Source: an optimization exercise on an open RTL-to-GDS flow (aim: small area, a short achievable clock period and few clock cycles per item). Production flows keep margins and buffers that such runs may drop.
Where RTL was checked, it was by simulation tests only, not by an equivalence proof against the original.
Power figures rest on the tool's default switching activity, not on a simulated workload.

==> run a: inputs <==
Design three_fan_duty_ramp_unit, start of the top module:
module three_fan_duty_ramp_unit (
  input  logic        clk,
  input  logic        rst,
  input  logic        cfg_we,
  input  logic [15:0] cfg_data,
  input  logic        s_tvalid,
  output logic        s_tready,
  input  logic [15:0] s_tdata,    
  input  logic [3:0]  s_tuser,    
  output logic        m_tvalid,
  input  logic        m_tready,
  output logic [31:0] m_tdata,    
  output logic [1:0]  m_tuser     
);
  logic [15:0] dur;
  logic [16:0] elapsed;
  logic [8:0]  t0, p0;
  logic [7:0]  t1, p1;
  logic        t1x, p1x;
  logic [8:0]  t2, p2;
  logic        t2x, p2x;
  logic [9:0]  fy0, fy2;
  logic [8:0]  fy1;
  logic [15:0] fr [3];
  logic [8:0]  fa [3];
  logic [15:0] fm [3];
  logic        fs [3];
  logic [2:0]  phase;
  logic [3:0]  cnt;
  logic [1:0]  efan;
  logic [2:0]  dirty;
  logic [15:0] spd;
  logic [15:0] er;      
  logic [15:0] em;      
  logic [8:0]  eq;      
  logic [9:0]  ey;      
  logic [7:0]  emg;     
  logic        esg;     
  logic        pend;
  logic [1:0] cmd;
  logic [1:0] fan_in;
  logic       acc;
  logic       tick_acc;
  logic       rst_acc;
  logic       set_acc;
  logic       out_free;
  assign cmd      = s_tuser[1:0];
  assign fan_in   = s_tuser[3:2];
  assign s_tready = (phase == tfdr_pkg::PH_IDLE) && (dirty == 3'b000) && !pend;
  assign acc      = s_tvalid && s_tready;
  assign tick_acc = acc && (cmd == tfdr_pkg::CMD_TICK);
  assign rst_acc  = acc && (cmd == tfdr_pkg::CMD_RESTART);
  assign set_acc  = acc && (cmd == tfdr_pkg::CMD_SET) && (fan_in != tfdr_pkg::FAN_LIMIT);
  assign out_free = !m_tvalid || m_tready;
  logic [10:0] tv [3];
  logic [10:0] pv [3];
  assign tv[0] = {2'b00, t0};
  assign tv[1] = t1x ? 11'h7FF : {3'b000, t1};
  assign tv[2] = t2x ? 11'h7FF : {2'b00, t2};
  assign pv[0] = {2'b00, p0};
  assign pv[1] = p1x ? 11'h7FF : {3'b000, p1};
  assign pv[2] = p2x ? 11'h7FF : {2'b00, p2};
  always_ff @(posedge clk) begin
    if (rst) begin
      dur <= '0;
    end else if (cfg_we) begin
      dur <= cfg_data;
    end
  end
  always_ff @(posedge clk) begin
    if (rst) begin
      elapsed <= '0;
    end else if (rst_acc) begin
      elapsed <= '0;
    end else if (tick_acc && elapsed != tfdr_pkg::ELAPSED_MAX) begin
      elapsed <= elapsed + 1'b1;
    end
  end
  ...
clock: 7.5 ns
lec_check: 0
cap_margin: 20
core_margin: 2
core_utilization: 40
place_density: 0.6
slew_margin: 20
run.sh (not shown) runs the stock make flow with config.mk's settings and CLKGATE_MAP_FILE= SYNTH_SCRIPT=/design/flow/synth_recipe.tcl, a recipe that flattens the netlist after the stock synthesis.
==> run b (differences from run a) <==
--- a/flow/design.v
+++ b/flow/design.v
@@ -15,28 +15,32 @@
 module tfdr_divider (
   input  logic [15:0] rem,
   input  logic [15:0] mrem,
   input  logic        mbit,
   input  logic [16:0] ela,
+  input  logic [18:0] ed1,
+  input  logic [18:0] ed2,
   input  logic [15:0] dur,
   output logic [1:0]  qd,
   output logic [15:0] rem_n,
   output logic        abit,
   output logic [15:0] mrem_n
 );
   logic [18:0] base;
-  logic [18:0] em;
+  logic [18:0] c0;
+  logic [18:0] c1;
   logic [18:0] s0;
   logic [18:0] s1;
   logic [18:0] s2;
   assign base = {2'b0, rem, 1'b0};
-  assign em   = mbit ? {2'b0, ela} : 19'd0;
-  assign s0   = base + em;
-  assign s1   = base + em - {3'b0, dur};
-  assign s2   = base + em - {2'b0, dur, 1'b0};
+  assign c0   = mbit ? {2'b0, ela} : 19'd0;
+  assign c1   = mbit ? ed1 : ~{3'b0, dur};
+  assign s0   = base + c0;
+  assign s1   = base + c1 + {18'd0, !mbit};
+  assign s2   = base + ed2;
   always_comb begin
-    if (!s2[18]) begin
+    if (mbit && !s2[18]) begin
       qd    = 2'd2;
       rem_n = s2[15:0];
     end else if (!s1[18]) begin
       qd    = 2'd1;
       rem_n = s1[15:0];
@@ -79,19 +83,21 @@
   logic [8:0]  fa [3];
   logic [15:0] fm [3];
   logic        fs [3];
   logic [2:0]  phase;
   logic [3:0]  cnt;
+  logic        first;
   logic [1:0]  efan;
   logic [2:0]  dirty;
-  logic [15:0] spd;
+  logic        spass;   
   logic [15:0] er;      
   logic [15:0] em;      
-  logic [8:0]  eq;      
+  logic [8:0]  eb;      
   logic [9:0]  ey;      
-  logic [7:0]  emg;     
   logic        esg;     
+  logic [18:0] ed1;     
+  logic [18:0] ed2;     
   logic        pend;
   logic [1:0] cmd;
   logic [1:0] fan_in;
   logic       acc;
   logic       tick_acc;
@@ -128,27 +134,36 @@
       elapsed <= '0;
     end else if (tick_acc && elapsed != tfdr_pkg::ELAPSED_MAX) begin
       elapsed <= elapsed + 1'b1;
     end
   end
+  always_ff @(posedge clk) begin
+    ed1 <= {2'b00, elapsed} - {3'b000, dur};
+    ed2 <= {2'b00, elapsed} - {2'b00, dur, 1'b0};
+  end
   logic [16:0] tk_t  [3];
   logic [15:0] tk_u  [3];
   logic        tk_c  [3];
   logic [15:0] tk_r  [3];
+  logic [9:0]  tk_a  [3];
+  logic [9:0]  tk_y0 [3];
+  logic [9:0]  tk_y1 [3];
   logic [9:0]  tk_y  [3];
   logic [9:0]  fy_w  [3];
   assign fy_w[0] = fy0;
   assign fy_w[1] = {1'b0, fy1};
   assign fy_w[2] = fy2;
   for (genvar f = 0; f < 3; f++) begin : g_tick
-    assign tk_t[f] = {1'b0, fr[f]} + {1'b0, ~fm[f]};
-    assign tk_u[f] = fr[f] + ~fm[f] + dur;
-    assign tk_c[f] = tk_t[f][16];
-    assign tk_r[f] = tk_c[f] ? tk_t[f][15:0] : tk_u[f];
-    assign tk_y[f] = fy_w[f] + ({10{fs[f]}} ^ {1'b0, fa[f]}) + {9'd0, fs[f] ^ tk_c[f]};
+    assign tk_t[f]  = {1'b0, fr[f]} + {1'b0, ~fm[f]};
+    assign tk_u[f]  = fr[f] + ~fm[f] + dur;
+    assign tk_c[f]  = tk_t[f][16];
+    assign tk_r[f]  = tk_c[f] ? tk_t[f][15:0] : tk_u[f];
+    assign tk_a[f]  = {10{fs[f]}} ^ {1'b0, fa[f]};
+    assign tk_y0[f] = fy_w[f] + tk_a[f] + {9'd0, fs[f]};
+    assign tk_y1[f] = fy_w[f] + tk_a[f] + {9'd0, !fs[f]};
+    assign tk_y[f]  = tk_c[f] ? tk_y1[f] : tk_y0[f];
   end
-  logic        first;
   logic        last;
   logic        mbit;
   logic [1:0]  qd;
   logic [15:0] er_n;
   logic        abit;
@@ -160,13 +175,12 @@
   logic [10:0] sel_p;
   logic [10:0] dif_a;
   logic [10:0] dif_b;
   logic        mag_neg;
   logic [8:0]  mag;
-  assign first = (cnt == 4'd8);
   assign last  = (cnt == 4'd0);
-  assign mbit  = first ? 1'b1 : emg[7];
+  assign mbit  = first ? 1'b1 : eb[8];
   assign sel_t   = tv[efan];
   assign sel_p   = pv[efan];
   assign dif_a   = sel_t - sel_p;
   assign dif_b   = sel_p - sel_t;
   assign mag_neg = dif_a[10];
@@ -174,18 +188,20 @@
   tfdr_divider u_div (
     .rem    (er),
     .mrem   (em),
     .mbit   (mbit),
     .ela    (elapsed),
+    .ed1    (ed1),
+    .ed2    (ed2),
     .dur    (dur),
     .qd     (qd),
     .rem_n  (er_n),
     .abit   (abit),
     .mrem_n (em_n)
   );
   assign step_en = first ? mag[8] : 1'b1;
-  assign eq_n    = {eq[7:0], abit};
+  assign eq_n    = {eb[7:0], abit};
   logic [9:0] w1;
   logic [9:0] w2;
   logic [9:0] y1;
   logic [9:0] y2;
   logic [1:0] kk;
@@ -204,22 +220,32 @@
     end else begin
       ey_n = ey;
     end
   end
   logic [12:0] mod_z;
-  logic [10:0] mod_w;
   logic [8:0]  mod_r;
-  logic        spd_pass;
-  assign mod_z = 13'(spd[15:10]) * 13'd61 + 13'(spd[9:0]);
-  assign mod_w = 11'(er[12:10]) * 11'd61 + 11'(er[9:0]);
+  logic [11:0] mod_c [4];
+  assign mod_z = {er[15:10], 6'd0} - {5'd0, er[15:10], 2'd0} + {7'd0, er[15:10]} + {3'd0, er[9:0]};
+  for (genvar k = 0; k < 4; k++) begin : g_modc
+    logic [11:0] off;
+    always_comb begin
+      case (er[12:10])
+        3'd0:    off = 12'(0   - 321 * k);
+        3'd1:    off = 12'(61  - 321 * k);
+        3'd2:    off = 12'(122 - 321 * k);
+        3'd3:    off = 12'(183 - 321 * k);
+        default: off = 12'(244 - 321 * k);
+      endcase
+    end
+    assign mod_c[k] = {2'b00, er[9:0]} + off;
+  end
   always_comb begin
-    if (mod_w >= 11'd963)      mod_r = 9'(mod_w - 11'd963);
-    else if (mod_w >= 11'd642) mod_r = 9'(mod_w - 11'd642);
-    else if (mod_w >= 11'd321) mod_r = 9'(mod_w - 11'd321);
-    else                       mod_r = mod_w[8:0];
+    if (!mod_c[3][11])      mod_r = mod_c[3][8:0];
+    else if (!mod_c[2][11]) mod_r = mod_c[2][8:0];
+    else if (!mod_c[1][11]) mod_r = mod_c[1][8:0];
+    else                    mod_r = mod_c[0][8:0];
   end
-  assign spd_pass = (spd == tfdr_pkg::PASSTHROUGH);
   logic [1:0] pick;
   always_comb begin
     if (dirty[0])      pick = 2'd0;
     else if (dirty[1]) pick = 2'd1;
     else               pick = 2'd2;
@@ -230,11 +256,11 @@
       dirty <= 3'b000;
     end else begin
       case (phase)
         tfdr_pkg::PH_IDLE: begin
           if (set_acc) begin
-            phase <= tfdr_pkg::PH_MOD1;
+            phase <= (fan_in == 2'd1) ? tfdr_pkg::PH_MOD2 : tfdr_pkg::PH_MOD1;
           end else if (dirty != 3'b000) begin
             phase <= tfdr_pkg::PH_INIT;
           end
         end
         tfdr_pkg::PH_MOD1: begin
@@ -258,43 +284,47 @@
     end
   end
   always_ff @(posedge clk) begin
     if (phase == tfdr_pkg::PH_IDLE) begin
       if (set_acc) begin
-        efan <= fan_in;
-        spd  <= s_tdata;
+        efan  <= fan_in;
+        spass <= (s_tdata == tfdr_pkg::PASSTHROUGH);
       end else begin
         efan <= pick;
       end
     end
   end
   always_ff @(posedge clk) begin
     case (phase)
+      tfdr_pkg::PH_IDLE: begin
+        er <= s_tdata;
+      end
       tfdr_pkg::PH_MOD1: begin
         er <= {3'b000, mod_z};
       end
       tfdr_pkg::PH_MOD2, tfdr_pkg::PH_INIT: begin
-        ey  <= (phase == tfdr_pkg::PH_MOD2) ? sel_t[9:0] : sel_p[9:0];
-        er  <= '0;
-        em  <= dur - 1'b1;
-        eq  <= '0;
-        cnt <= 4'd8;
+        ey    <= (phase == tfdr_pkg::PH_MOD2) ? sel_t[9:0] : sel_p[9:0];
+        er    <= '0;
+        em    <= dur - 1'b1;
+        eb    <= '0;
+        cnt   <= 4'd8;
+        first <= 1'b1;
       end
       tfdr_pkg::PH_STEP: begin
         if (step_en) begin
           er <= er_n;
           em <= em_n;
-          eq <= eq_n;
           ey <= ey_n;
         end
         if (first) begin
-          emg <= mag[7:0];
+          eb  <= {mag[7:0], abit & mag[8]};
           esg <= mag_neg;
         end else begin
-          emg <= {emg[6:0], 1'b0};
+          eb  <= eq_n;
         end
-        cnt <= cnt - 1'b1;
+        first <= 1'b0;
+        cnt   <= cnt - 1'b1;
       end
       default: begin end
     endcase
   end
   logic wr_t;
@@ -315,12 +345,12 @@
       p1  <= '0;
       p1x <= 1'b1;
     end else if (wr_t && efan == 2'd1) begin
       p1  <= t1;
       p1x <= t1x;
-      t1  <= spd[7:0];
-      t1x <= spd_pass;
+      t1  <= er[7:0];
+      t1x <= spass;
     end
   end
   always_ff @(posedge clk) begin
     if (rst) begin
       t2  <= '0;
@@ -329,11 +359,11 @@
       p2x <= 1'b1;
     end else if (wr_t && efan == 2'd2) begin
       p2  <= t2;
       p2x <= t2x;
       t2  <= mod_r;
-      t2x <= spd_pass;
+      t2x <= spass;
     end
   end
   logic eng_wr [3];
   for (genvar f = 0; f < 3; f++) begin : g_state
     assign eng_wr[f] = (phase == tfdr_pkg::PH_STEP) && last && (efan == 2'(f));
@@ -376,19 +406,26 @@
     end else if (tick_acc) begin
       fy2 <= tk_y[2];
     end
   end
   logic       load;
-  logic       bypass;
-  logic [9:0] ry [3];
-  logic [9:0] ramp [3];
+  logic       d_zero;
+  logic       e_ge;
+  logic       e_eq;
+  logic       byp_d;
+  logic       byp_p;
   assign load   = (tick_acc && out_free) || (pend && m_tready);
-  assign bypass = (dur == 16'd0) ||
-                  (tick_acc ? (elapsed >= {1'b0, dur}) : (elapsed > {1'b0, dur}));
+  assign d_zero = (dur == 16'd0);
+  assign e_ge   = (elapsed >= {1'b0, dur});
+  assign e_eq   = (elapsed == {1'b0, dur});
+  assign byp_d  = d_zero || e_ge;
+  assign byp_p  = d_zero || (e_ge && !e_eq);
+  logic [9:0] ramp_d [3];
+  logic [9:0] ramp_p [3];
   for (genvar f = 0; f < 3; f++) begin : g_ramp
-    assign ry[f]   = tick_acc ? tk_y[f] : fy_w[f];
-    assign ramp[f] = bypass ? tv[f][9:0] : ry[f];
+    assign ramp_d[f] = byp_d ? tv[f][9:0] : tk_y[f];
+    assign ramp_p[f] = byp_p ? tv[f][9:0] : fy_w[f];
   end
   always_ff @(posedge clk) begin
     if (rst) begin
       m_tvalid <= 1'b0;
       pend     <= 1'b0;
@@ -403,16 +440,18 @@
       end else if (m_tready) begin
         pend <= 1'b0;
       end
     end
   end
-  logic [28:0] data_n;
-  assign data_n = {t2x ? 10'd0 : ramp[2], t1x ? 9'd0 : ramp[1][8:0], ramp[0]};
+  logic [28:0] data_d;
+  logic [28:0] data_p;
   logic [28:0] data_r;
+  assign data_d = {t2x ? 10'd0 : ramp_d[2], t1x ? 9'd0 : ramp_d[1][8:0], ramp_d[0]};
+  assign data_p = {t2x ? 10'd0 : ramp_p[2], t1x ? 9'd0 : ramp_p[1][8:0], ramp_p[0]};
   always_ff @(posedge clk) begin
     if (load) begin
-      data_r  <= data_n;
+      data_r  <= tick_acc ? data_d : data_p;
       m_tuser <= {t2x, t1x};
     end
   end
   assign m_tdata = {3'b000, data_r};
 endmodule
==> comparison <==
Run a ran to the end with no violations. Run b completed without violations. In run b the wire length is larger than in run a, by 8.2%. Between run b and run a, the lower sequential power is in run a (gap about 11%, measured against run a). Between run a and run b, the lower sequential share of layout area is in run b (gap 0.61 points). Of run b and run a, run b has the higher flip-flop and latch count (gap 15). Of run b and run a, run b has the higher register-to-register slack (gap 800 ps). In run a the hold slack is lower than in run b, by 25 ps. Against run b, the synthesized cell count of run a is lower by about 6%. In run b the clock power is higher than in run a, by 13%.
Testbench counts of run a, summed over its fixed seeds: cycles 8,729, items 2,684.
Only the layout flow was run in run b; the RTL was not checked for function there.

* * *

==> run A: inputs <==
Another version of the RTL of three_fan_duty_ramp_unit (not shown whole).
export LEC_CHECK = 0
export CAP_MARGIN = 20
export CORE_MARGIN = 2
export CORE_UTILIZATION = 40
export PLACE_DENSITY = 0.6
export SETUP_SLACK_MARGIN = 3.8
export SLEW_MARGIN = 20
create_clock -name core_clock -period 7.5 [get_ports {clk}]
standard.sh (not shown) runs the stock make flow with config.mk's settings and CLKGATE_MAP_FILE= SYNTH_SCRIPT=/design/flow/synth_recipe.tcl, a recipe that flattens the netlist after the stock synthesis.
==> flow/flow/run.sh <==
#!/bin/bash
# Standard layout, except that the port buffers are sky130_fd_sc_hd__buf_4
# instead of the delay buffer buffer_ports picks on its own. Every input and
# output port still gets its buffer. The whole make output goes to
# standard.log in the work folder (ORFS keeps its per-step logs under orfs/).
set -euo pipefail
export BUFFER_PORTS_ARGS="-buffer_cell sky130_fd_sc_hd__buf_4"
bash standard.sh > standard.log 2>&1
==> run Y: changes against run A <==
==> flow/design.v (replaced) <==
package tfdr_pkg;
  localparam logic [1:0] CMD_SET     = 2'd0;
  localparam logic [1:0] CMD_RESTART = 2'd1;
  localparam logic [1:0] CMD_TICK    = 2'd2;
  localparam logic [1:0]  FAN_LIMIT   = 2'd3;
  localparam logic [15:0] PASSTHROUGH = 16'hFFFF;
  localparam logic [8:0]  FAN0_RESET  = 9'h020;
  localparam logic [16:0] ELAPSED_MAX = 17'h1FFFF;
  localparam logic [2:0] PH_IDLE = 3'd0;   
  localparam logic [2:0] PH_MOD1 = 3'd1;   
  localparam logic [2:0] PH_MOD2 = 3'd2;   
  localparam logic [2:0] PH_INIT = 3'd3;   
  localparam logic [2:0] PH_STEP = 3'd4;   
  localparam logic [2:0] PH_FIN  = 3'd5;   
endpackage
module tfdr_divider (
  input  logic [15:0] rem,
  input  logic [15:0] mrem,
  input  logic        mbit,
  input  logic [16:0] ela,
  input  logic [18:0] ed1,
  input  logic [18:0] ed2,
  input  logic [15:0] dur,
  output logic [1:0]  qd,
  output logic [15:0] rem_n,
  output logic        abit,
  output logic [15:0] mrem_n
);
  logic [18:0] base;
  logic [18:0] c0;
  logic [18:0] c1;
  logic [18:0] s0;
  logic [18:0] s1;
  logic [18:0] s2;
  assign base = {2'b0, rem, 1'b0};
  assign c0   = mbit ? {2'b0, ela} : 19'd0;
  assign c1   = mbit ? ed1 : ~{3'b0, dur};
  assign s0   = base + c0;
  assign s1   = base + c1 + {18'd0, !mbit};
  assign s2   = base + ed2;
  always_comb begin
    if (mbit && !s2[18]) begin
      qd    = 2'd2;
      rem_n = s2[15:0];
    end else if (!s1[18]) begin
      qd    = 2'd1;
      rem_n = s1[15:0];
    end else begin
      qd    = 2'd0;
      rem_n = s0[15:0];
    end
  end
  logic [16:0] x;
  logic [17:0] xd;
  assign x      = {mrem, ~mbit};
  assign xd     = {1'b0, x} - {2'b0, dur};
  assign abit   = xd[17];
  assign mrem_n = abit ? x[15:0] : xd[15:0];
endmodule
module three_fan_duty_ramp_unit (
  input  logic        clk,
  input  logic        rst,
  input  logic        cfg_we,
  input  logic [15:0] cfg_data,
  input  logic        s_tvalid,
  output logic        s_tready,
  input  logic [15:0] s_tdata,    
  input  logic [3:0]  s_tuser,    
  output logic        m_tvalid,
  input  logic        m_tready,
  output logic [31:0] m_tdata,    
  output logic [1:0]  m_tuser     
);
  logic [15:0] dur;
  logic [16:0] elapsed;
  logic [8:0]  t0, p0;
  logic [7:0]  t1, p1;
  logic        t1x, p1x;
  logic [8:0]  t2, p2;
  logic        t2x, p2x;
  logic [9:0]  fy0, fy2;
  logic [8:0]  fy1;
  logic [16:0] fe [3];
  logic [8:0]  fa [3];
  logic [15:0] fm [3];
  logic        fs [3];
  logic [2:0]  phase;
  logic [3:0]  cnt;
  logic        first;
  logic        mbit;    
  logic [1:0]  efan;
  logic [2:0]  dirty;
  logic        bg;      
  logic        spass;   
  logic [15:0] er;      
  logic [15:0] em;      
  logic [8:0]  eb;      
  logic [8:0]  eq;      
  logic        esg;     
  logic [10:0] tsel;    
  logic [10:0] psel;    
  logic [18:0] ed1;     
  logic [18:0] ed2;     
  logic        pend;
  logic [1:0] cmd;
  logic [1:0] fan_in;
  logic       acc;
  logic       tick_acc;
  logic       rst_acc;
  logic       set_acc;
  logic       out_free;
  logic       tick_go;
  logic       clean;
  assign cmd      = s_tuser[1:0];
  assign fan_in   = s_tuser[3:2];
  assign s_tready = ((phase == tfdr_pkg::PH_IDLE) || bg) && !pend;
  assign acc      = s_tvalid && s_tready;
  assign tick_acc = acc && (cmd == tfdr_pkg::CMD_TICK);
  assign rst_acc  = acc && (cmd == tfdr_pkg::CMD_RESTART);
  assign set_acc  = acc && (cmd == tfdr_pkg::CMD_SET) && (fan_in != tfdr_pkg::FAN_LIMIT);
  assign out_free = !m_tvalid || m_tready;
  assign clean    = (phase == tfdr_pkg::PH_IDLE) && (dirty == 3'b000);
  logic go_new;
  logic go_old;
  assign go_new   = clean && !pend;
  assign go_old   = clean && pend;
  assign tick_go  = ((s_tvalid && cmd == tfdr_pkg::CMD_TICK && go_new) || go_old) &&
                    (m_tready || !m_tvalid);
  logic [10:0] tv [3];
  logic [10:0] pv [3];
  assign tv[0] = {2'b00, t0};
  assign tv[1] = t1x ? 11'h7FF : {3'b000, t1};
  assign tv[2] = t2x ? 11'h7FF : {2'b00, t2};
  assign pv[0] = {2'b00, p0};
  assign pv[1] = p1x ? 11'h7FF : {3'b000, p1};
  assign pv[2] = p2x ? 11'h7FF : {2'b00, p2};
  always_ff @(posedge clk) begin
    if (rst) begin
      dur <= '0;
    end else if (cfg_we) begin
      dur <= cfg_data;
    end
  end
  always_ff @(posedge clk) begin
    if (rst) begin
      elapsed <= '0;
    end else if (rst_acc) begin
      elapsed <= '0;
    end else if (tick_go && elapsed != tfdr_pkg::ELAPSED_MAX) begin
      elapsed <= elapsed + 1'b1;
    end
  end
  always_ff @(posedge clk) begin
    ed1 <= {2'b00, elapsed} - {3'b000, dur};
    ed2 <= {2'b00, elapsed} - {2'b00, dur, 1'b0};
  end
  logic        tk_c  [3];
  logic [16:0] tk_e  [3];
  logic [9:0]  tk_a  [3];
  logic [9:0]  tk_y  [3];
  logic [9:0]  fy_w  [3];
  assign fy_w[0] = fy0;
  assign fy_w[1] = {1'b0, fy1};
  assign fy_w[2] = fy2;
  for (genvar f = 0; f < 3; f++) begin : g_tick
    assign tk_c[f]  = !fe[f][16];
    assign tk_e[f]  = fe[f] + {1'b1, ~fm[f]} + (tk_c[f] ? 17'd0 : {1'b0, dur});
    assign tk_a[f]  = {10{fs[f]}} ^ {1'b0, fa[f]};
    assign tk_y[f]  = fy_w[f] + tk_a[f] + {9'd0, fs[f] ^ tk_c[f]};
  end
  logic        last;
  logic [1:0]  qd;
  logic [15:0] er_n;
  logic        abit;
  logic [15:0] em_n;
  logic [8:0]  eq_n;
  logic        step_en;
  logic [10:0] sel_t;
  logic [10:0] sel_p;
  logic [10:0] dif_a;
  logic [10:0] dif_b;
  logic        mag_neg;
  logic [8:0]  mag;
  assign last  = (cnt == 4'd0);
  assign sel_t   = tv[efan];
  assign sel_p   = pv[efan];
  assign dif_a   = tsel - psel;
  assign dif_b   = psel - tsel;
  assign mag_neg = dif_a[10];
  assign mag     = mag_neg ? dif_b[8:0] : dif_a[8:0];
  tfdr_divider u_div (
    .rem    (er),
    .mrem   (em),
    .mbit   (mbit),
    .ela    (elapsed),
    .ed1    (ed1),
    .ed2    (ed2),
    .dur    (dur),
    .qd     (qd),
    .rem_n  (er_n),
    .abit   (abit),
    .mrem_n (em_n)
  );
  assign step_en = first ? mag[8] : 1'b1;
  assign eq_n    = {eq[7:0], 1'b0} + {7'd0, qd};
  logic [12:0] mod_z;
  logic [8:0]  mod_r;
  logic [11:0] mod_c [4];
  assign mod_z = {er[15:10], 6'd0} - {5'd0, er[15:10], 2'd0} + {7'd0, er[15:10]} + {3'd0, er[9:0]};
  for (genvar k = 0; k < 4; k++) begin : g_modc
    logic [11:0] off;
    always_comb begin
      case (er[12:10])
        3'd0:    off = 12'(0   - 321 * k);
        3'd1:    off = 12'(61  - 321 * k);
        3'd2:    off = 12'(122 - 321 * k);
        3'd3:    off = 12'(183 - 321 * k);
        default: off = 12'(244 - 321 * k);
      endcase
    end
    assign mod_c[k] = {2'b00, er[9:0]} + off;
  end
  always_comb begin
    if (!mod_c[3][11])      mod_r = mod_c[3][8:0];
    else if (!mod_c[2][11]) mod_r = mod_c[2][8:0];
    else if (!mod_c[1][11]) mod_r = mod_c[1][8:0];
    else                    mod_r = mod_c[0][8:0];
  end
  logic [10:0] new_t;
  always_comb begin
    if (efan == 2'd1) begin
      new_t = spass ? 11'h7FF : {3'b000, er[7:0]};
    end else if (spass) begin
      new_t = (efan == 2'd2) ? 11'h7FF : 11'd51;
    end else begin
      new_t = {2'b00, mod_r};
    end
  end
  logic [9:0]  fin_y;
  logic [16:0] fin_e;
  assign fin_y = psel[9:0] + (esg ? -{1'b0, eq} : {1'b0, eq});
  assign fin_e = {1'b0, er} + {1'b1, ~em};
  logic [1:0] pick;
  always_comb begin
    if (dirty[0])      pick = 2'd0;
    else if (dirty[1]) pick = 2'd1;
    else               pick = 2'd2;
  end
  always_ff @(posedge clk) begin
    if (rst) begin
      phase <= tfdr_pkg::PH_IDLE;
      dirty <= 3'b000;
      bg    <= 1'b0;
    end else begin
      if (set_acc) begin
        phase <= (fan_in == 2'd1 || s_tdata == tfdr_pkg::PASSTHROUGH) ?
                 tfdr_pkg::PH_MOD2 : tfdr_pkg::PH_MOD1;
        bg    <= 1'b0;
      end else if (rst_acc && bg) begin
        phase <= tfdr_pkg::PH_IDLE;
        bg    <= 1'b0;
      end else begin
        case (phase)
          tfdr_pkg::PH_IDLE: begin
            if (dirty != 3'b000) begin
              phase <= tfdr_pkg::PH_INIT;
              bg    <= 1'b1;
            end
          end
          tfdr_pkg::PH_MOD1: begin
            phase <= tfdr_pkg::PH_MOD2;
          end
          tfdr_pkg::PH_MOD2, tfdr_pkg::PH_INIT: begin
            phase <= cfg_we ? tfdr_pkg::PH_IDLE : tfdr_pkg::PH_STEP;
          end
          tfdr_pkg::PH_STEP: begin
            if (cfg_we) begin
              phase <= tfdr_pkg::PH_IDLE;
            end else if (last) begin
              phase <= tfdr_pkg::PH_FIN;
            end
          end
          default: begin
            phase <= tfdr_pkg::PH_IDLE;
            bg    <= 1'b0;
          end
        endcase
        if (cfg_we) begin
          bg <= 1'b0;
        end
      end
      if (phase == tfdr_pkg::PH_FIN && !rst_acc) begin
        dirty[efan] <= 1'b0;
      end
      if (cfg_we) begin
        dirty <= 3'b111;
      end
    end
  end
  always_ff @(posedge clk) begin
    if (set_acc) begin
      efan  <= fan_in;
      spass <= (s_tdata == tfdr_pkg::PASSTHROUGH);
    end else if (phase == tfdr_pkg::PH_IDLE) begin
      efan <= pick;
    end
  end
  always_ff @(posedge clk) begin
    case (phase)
      tfdr_pkg::PH_MOD1: begin
        er <= {3'b000, mod_z};
      end
      tfdr_pkg::PH_MOD2, tfdr_pkg::PH_INIT: begin
        tsel  <= (phase == tfdr_pkg::PH_MOD2) ? new_t : sel_t;
        psel  <= (phase == tfdr_pkg::PH_MOD2) ? sel_t : sel_p;
        er    <= '0;
        em    <= dur - 1'b1;
        eq    <= '0;
        cnt   <= 4'd8;
        first <= 1'b1;
        mbit  <= 1'b1;
      end
      tfdr_pkg::PH_STEP: begin
        if (step_en) begin
          er <= er_n;
          em <= em_n;
          eq <= eq_n;
        end
        if (first) begin
          eb   <= {mag[7:0], abit & mag[8]};
          esg  <= mag_neg;
          mbit <= mag[7];
        end else begin
          eb   <= {eb[7:0], abit};
          mbit <= eb[7];
        end
        first <= 1'b0;
        cnt   <= cnt - 1'b1;
      end
      default: begin end
    endcase
    if (set_acc) begin
      er <= s_tdata;
    end
  end
  logic wr_t;
  assign wr_t = (phase == tfdr_pkg::PH_MOD2);
  always_ff @(posedge clk) begin
    if (rst) begin
      t0 <= tfdr_pkg::FAN0_RESET;
      p0 <= tfdr_pkg::FAN0_RESET;
    end else if (wr_t && efan == 2'd0) begin
      p0 <= t0;
      t0 <= new_t[8:0];
    end
  end
  always_ff @(posedge clk) begin
    if (rst) begin
      t1  <= '0;
      t1x <= 1'b1;
      p1  <= '0;
      p1x <= 1'b1;
    end else if (wr_t && efan == 2'd1) begin
      p1  <= t1;
      p1x <= t1x;
      t1  <= er[7:0];
      t1x <= spass;
    end
  end
  always_ff @(posedge clk) begin
    if (rst) begin
      t2  <= '0;
      t2x <= 1'b1;
      p2  <= '0;
      p2x <= 1'b1;
    end else if (wr_t && efan == 2'd2) begin
      p2  <= t2;
      p2x <= t2x;
      t2  <= new_t[8:0];
      t2x <= spass;
    end
  end
  logic eng_wr [3];
  for (genvar f = 0; f < 3; f++) begin : g_state
    assign eng_wr[f] = (phase == tfdr_pkg::PH_FIN) && (efan == 2'(f));
    always_ff @(posedge clk) begin
      if (eng_wr[f]) begin
        fa[f] <= eb;
        fm[f] <= em;
        fs[f] <= esg;
      end
    end
    always_ff @(posedge clk) begin
      if (rst_acc) begin
        fe[f] <= {1'b1, ~fm[f]};
      end else if (eng_wr[f]) begin
        fe[f] <= fin_e;
      end else if (tick_go) begin
        fe[f] <= tk_e[f];
      end
    end
  end
  always_ff @(posedge clk) begin
    if (rst_acc) begin
      fy0 <= pv[0][9:0];
    end else if (eng_wr[0]) begin
      fy0 <= fin_y;
    end else if (tick_go) begin
      fy0 <= tk_y[0];
    end
  end
  always_ff @(posedge clk) begin
    if (rst_acc) begin
      fy1 <= pv[1][8:0];
    end else if (eng_wr[1]) begin
      fy1 <= fin_y[8:0];
    end else if (tick_go) begin
      fy1 <= tk_y[1][8:0];
    end
  end
  always_ff @(posedge clk) begin
    if (rst_acc) begin
      fy2 <= pv[2][9:0];
    end else if (eng_wr[2]) begin
      fy2 <= fin_y;
    end else if (tick_go) begin
      fy2 <= tk_y[2];
    end
  end
  logic       bypass;
  logic [9:0] ramp [3];
  assign bypass = (dur == 16'd0) || (elapsed >= {1'b0, dur});
  for (genvar f = 0; f < 3; f++) begin : g_ramp
    assign ramp[f] = bypass ? tv[f][9:0] : tk_y[f];
  end
  always_ff @(posedge clk) begin
    if (rst) begin
      m_tvalid <= 1'b0;
      pend     <= 1'b0;
    end else begin
      if (tick_go) begin
        m_tvalid <= 1'b1;
      end else if (m_tready) begin
        m_tvalid <= 1'b0;
      end
      if (tick_acc && !tick_go) begin
        pend <= 1'b1;
      end else if (tick_go) begin
        pend <= 1'b0;
      end
    end
  end
  logic [28:0] data_r;
  always_ff @(posedge clk) begin
    if (tick_go) begin
      data_r  <= {t2x ? 10'd0 : ramp[2], t1x ? 9'd0 : ramp[1][8:0], ramp[0]};
      m_tuser <= {t2x, t1x};
    end
  end
  assign m_tdata = {3'b000, data_r};
endmodule
SETUP_SLACK_MARGIN = 4.0   (was 3.8)
==> notes <==
In clock power, run A and run Y hardly differ. Against run A, the wire length of run Y is smaller by 5.1%. In run A the register-to-register slack is lower than in run Y, by 110 ps. Of run A and run Y, run A has the higher power (gap 21%, measured against run Y). Of run Y and run A, run Y has the higher maximum frequency (gap 3.0%, measured against run A). Between run Y and run A, the lower via count is in run Y (gap about 6%, measured against run A). In run Y the design area is larger than in run A, by 0.44%. Non-clock buffer count: run Y is higher than run A (60).
Testbench counts of run A, summed over its fixed seeds: cycles 7,757, items 2,684.
Testbench counts of run Y, summed over its fixed seeds: cycles 8,734, items 2,684.

## afterwards: timing with drivers on the ports
The results above use ideal ports. As a check the final layouts listed here were re-extracted and re-timed, cells and wires unchanged. Step 1 (the two cells are an assumption about what drives the block):
set clk [get_ports {clk}]
set_driving_cell -lib_cell sky130_fd_sc_hd__clkbuf_16 $clk
set_driving_cell -lib_cell sky130_fd_sc_hd__buf_2 [delete_from_list [all_inputs] $clk]
Step 2 moves the port delays by t, midway between the first and last clock arrival at a register: inputs arrive t later, outputs are due t later. That takes back most of the time a late clock gives input paths. Slacks: ideal ports / drivers / drivers and shift; pairs: ideal ports / drivers.
run | t, ns | setup WS [ns] | worst slew at a driven data input, ns | pins driven straight from the clock port
run a of note 1 | 0.631 | 0.588 / 0.588 / 0.588 | 0.05 | 1
run b of note 1 | 0.663 | 1.386 / 1.386 / 1.386 | 0.04 | 1
run A of note 2 | 0.659 | 3.868 / 3.868 / 3.256 | 0.06 | 1
run Y of note 2 | 0.646 | 3.975 / 3.975 / 3.597 | 0.04 | 1
After both steps setup and hold are still met in every run listed. For run A of note 2, which loses most, drivers alone change the setup slack by 0.000 ns; drivers and shift together by -0.612 ns.
